This design comes from an exercise in tuning for small area on the open sky130 flow, not from production work.
In this exercise RTL edits were held to simulation tests only and were not proved equivalent to the original.

Setup of run 1:
// mm_top
module mm_top (
    input  logic         clk_buf,
    input  logic         sys_reset,
    input  logic         cmd_valid,
    input  logic [(4 * 8)-1:0] cmd_word,
    output logic         cmd_credit,
    output logic         res_valid,
    output mm_data_pkg::mm_acc_t      res_data,
    input  logic         res_credit,
    output logic         busy,
    output logic         done
);
    logic [3:0]  slot0, slot1;
    logic        wr_ptr, rd_ptr;
    logic [1:0]  fill;
    logic        wexp;           
    logic        expect_data;    
    logic [31:0] dreg;
    logic        row_sel_b;
    logic [1:0]  row_idx;
    logic [3:0]  head;
    logic        pop;
    assign head       = rd_ptr ? slot1 : slot0;
    assign pop        = (fill != 2'd0) && !busy;
    assign cmd_credit = pop;
    always_ff @(posedge clk_buf) begin
        if (cmd_valid) begin
            if (wr_ptr) slot1 <= cmd_word[3:0];
            else        slot0 <= cmd_word[3:0];
        end
        if (cmd_valid && wexp) begin
  ...
Settings: LEC_CHECK=0, ABC_AREA=1, CAP_MARGIN=20, CORE_MARGIN=2, CORE_UTILIZATION=50, SLEW_MARGIN=20, SYNTH_HIERARCHICAL=1, SYNTH_MINIMUM_KEEP_SIZE=0; clock period 11.0 ns.
run.sh (not shown) runs the stock make flow with config.mk's settings and CLKGATE_MAP_FILE= SYNTH_SCRIPT=/design/flow/synth_recipe.tcl, a recipe that flattens the netlist after the stock synthesis.
### run 1 -> run 2
# run 1
export LEC_CHECK = 0
export ABC_AREA = 1
export CAP_MARGIN = 20
export CORE_MARGIN = 2
export CORE_UTILIZATION = 50
export SLEW_MARGIN = 20
export SYNTH_HIERARCHICAL = 1
export SYNTH_MINIMUM_KEEP_SIZE = 0
create_clock -name core_clock -period 11.0 [get_ports {clk_buf}]
# run 2
export LEC_CHECK = 0
export ABC_AREA = 1
export CAP_MARGIN = 10
export CORE_MARGIN = 2
export CORE_UTILIZATION = 80
export CTS_BUF_LIST = sky130_fd_sc_hd__clkbuf_8 sky130_fd_sc_hd__clkbuf_16
export CTS_CLUSTER_DIAMETER = 80
export CTS_CLUSTER_SIZE = 30
export SLEW_MARGIN = 10
export SYNTH_HIERARCHICAL = 1
export SYNTH_MINIMUM_KEEP_SIZE = 0
create_clock -name core_clock -period 11.0 [get_ports {clk_buf}]
==> comparison <==
- Run 2 ended with every stage complete and zero timing, DRC or antenna violations.
- From run 1 to run 2 the numbers moved as follows: wire length of the first global-routing pass higher; critical path required time lower; biggest cell delay along the critical path lower; setup slack lower; critical path data arrival time higher.
> inputs changed (run 2 -> run 3)
# run 2
export LEC_CHECK = 0
export ABC_AREA = 1
export CAP_MARGIN = 10
export CORE_MARGIN = 2
export CORE_UTILIZATION = 80
export CTS_BUF_LIST = sky130_fd_sc_hd__clkbuf_8 sky130_fd_sc_hd__clkbuf_16
export CTS_CLUSTER_DIAMETER = 80
export CTS_CLUSTER_SIZE = 30
export SLEW_MARGIN = 10
export SYNTH_HIERARCHICAL = 1
export SYNTH_MINIMUM_KEEP_SIZE = 0
create_clock -name core_clock -period 11.0 [get_ports {clk_buf}]
# run 3
export LEC_CHECK = 0
export ABC_AREA = 1
export CAP_MARGIN = 10
export CORE_MARGIN = 2
export CORE_UTILIZATION = 70
export CTS_BUF_LIST = sky130_fd_sc_hd__clkbuf_4 sky130_fd_sc_hd__clkbuf_8
export SLEW_MARGIN = 10
export SYNTH_HIERARCHICAL = 1
export SYNTH_MINIMUM_KEEP_SIZE = 0
create_clock -name core_clock -period 11.0 [get_ports {clk_buf}]
## What came out
Run 3: all stages complete, timing, DRC and antenna checks passed
For the critical path depth, run 3 came in 4.0% lower than run 2 did.
Run 3: worst-case reg-to-reg path depth lower than run 2
Compared to run 2, run 3 has met3 capacity usage during global routing 11 points lower.
Run 2 and run 3 ended up with roughly the same multi-input combinational cell area.
Launching element of the worst setup path: cnt[0] -> run 3, cnt[2] -> run 2
Run 3 vs run 2 on proportion of layout cells with a drive suffix above 1: run 3 is the higher one.
[run 3] worst setup slack rose 0.40 ns relative to run 2
Against run 2 as the reference, run 3 delivers a lower non-clock buffer count.
Clock-buffer cell count on run 3 is up relative to run 2.
For run 4, these inputs were changed with respect to run 3:
# run 3
export LEC_CHECK = 0
export ABC_AREA = 1
export CAP_MARGIN = 10
export CORE_MARGIN = 2
export CORE_UTILIZATION = 70
export CTS_BUF_LIST = sky130_fd_sc_hd__clkbuf_4 sky130_fd_sc_hd__clkbuf_8
export SLEW_MARGIN = 10
export SYNTH_HIERARCHICAL = 1
export SYNTH_MINIMUM_KEEP_SIZE = 0
create_clock -name core_clock -period 11.0 [get_ports {clk_buf}]
# run 4
export LEC_CHECK = 0
export ABC_AREA = 1
export CAP_MARGIN = 10
export CORE_MARGIN = 2
export CORE_UTILIZATION = 80
export CTS_BUF_LIST = sky130_fd_sc_hd__clkbuf_8 sky130_fd_sc_hd__clkbuf_16
export CTS_CLUSTER_DIAMETER = 80
export CTS_CLUSTER_SIZE = 20
export SLEW_MARGIN = 10
export SYNTH_HIERARCHICAL = 1
export SYNTH_MINIMUM_KEEP_SIZE = 0
create_clock -name core_clock -period 11.0 [get_ports {clk_buf}]
==> flow/flow/run.sh (new file) <==
#!/bin/bash
# Layout flow: the standard flow (standard.sh) with two changes:
#  - synthesis maps the combinational logic with an area-only ABC script
#    (flow/abc_area_only.script) instead of ORFS's delay-biased one; the
#    rest of the synthesis script, registers included, is the standard flow's own
#  - port buffers are the smallest buffer, sky130_fd_sc_hd__buf_1
# Every tool's output goes to the ORFS logs under orfs/logs; make's own
# output goes to flow.log here.
set -euo pipefail
HERE=$(pwd)

# Synthesis script: synth_recipe.tcl with the ABC call redirected
{
  head -n 1 synth_recipe.tcl
  cat <<EOT
proc abc {args} {
  set i [lsearch -exact \$args -script]
  if {\$i >= 0} { lset args [expr {\$i + 1}] $HERE/flow/abc_area_only.script }
  puts "abc (area-only script): \$args"
  yosys abc {*}\$args
}
EOT
  tail -n +2 synth_recipe.tcl
} > my_synth.tcl

sed "s#SYNTH_SCRIPT=[^ ]*synth_recipe.tcl#SYNTH_SCRIPT=$HERE/my_synth.tcl#" standard.sh > my_standard.sh
grep -q "SYNTH_SCRIPT=$HERE/my_synth.tcl" my_standard.sh

export BUFFER_PORTS_ARGS="-buffer_cell sky130_fd_sc_hd__buf_1"
bash my_standard.sh > flow.log 2>&1
==> flow/flow/abc_area_only.script (new file) <==
strash
dch
map -a
==> flow/standard.sh (new file) <==
#!/bin/bash
# synth_recipe.tcl (not shown) runs the flow's synth.tcl, then flattens the netlist and writes it again
# the make line also repeats each setting of config.mk as NAME=value (left out here)
make -C /OpenROAD-flow-scripts/flow DESIGN_CONFIG=/design/flow/config.mk WORK_HOME=/design/flow/orfs CLKGATE_MAP_FILE= SYNTH_SCRIPT=/design/flow/synth_recipe.tcl "${@:-finish}"
removed: flow/run.sh
==> run notes <==
- Share of layout cells above drive strength 1 came out lower on run 4 than on run 3.
- From run 3 to run 4 the numbers moved as follows: biggest fanout along the worst timing path down 11; area share of xor/xnor cells in the synthesized design flat; area share of and/or/nand/nor cells after synthesis down 2.4 points; die area down about 15%.
- Run 3 ended up with sky130_fd_sc_hd__dfrtp_1 as its critical path's slowest cell; run 4 ended up with sky130_fd_sc_hd__nor2_1.
- From run 3 to run 4 the numbers moved as follows: overall global routing resource usage increased by 12 points relative to the old numbers; number of cells traversed by the worst register-to-register path increased by 1 relative to the old numbers.

-- what the ideal ports hide --
The results above use ideal ports. As a check the final layouts listed here were re-extracted and re-timed, cells and wires unchanged.
Step 1 (the two cells are an assumption about what drives the block):
set clk [get_ports {clk_buf}]
set_driving_cell -lib_cell sky130_fd_sc_hd__clkbuf_16 $clk
set_driving_cell -lib_cell sky130_fd_sc_hd__buf_2 [delete_from_list [all_inputs] $clk]
Step 2 moves the port delays by t, midway between the first and last clock arrival at a register: inputs arrive t later, outputs are due t later. That takes back most of the time a late clock gives input paths.
Slacks: ideal ports / drivers / drivers and shift; pairs: ideal ports / drivers.
| run | t (ns) | setup WS [ns] | hold WS [ns] | worst register clock-pin slew, ns | worst data-port slew with drivers (ns) |
|---|---|---|---|---|---|
| run 1 | 0.611 | 1.081 / 1.081 / 1.081 | 0.489 / 0.489 / 0.489 | 0.06 / 0.06 | 0.03 |
| run 2 | 0.594 | 0.737 / 0.737 / 0.737 | 0.487 / 0.487 / 0.487 | 0.12 / 0.12 | 0.05 |
| run 3 | 0.657 | 1.139 / 1.139 / 1.139 | 0.493 / 0.493 / 0.493 | 0.09 / 0.09 | 0.05 |
| run 4 | 0.609 | 0.369 / 0.369 / 0.369 | 0.479 / 0.479 / 0.479 | 0.09 / 0.09 | 0.04 |
After both steps every run listed still meets setup and hold.
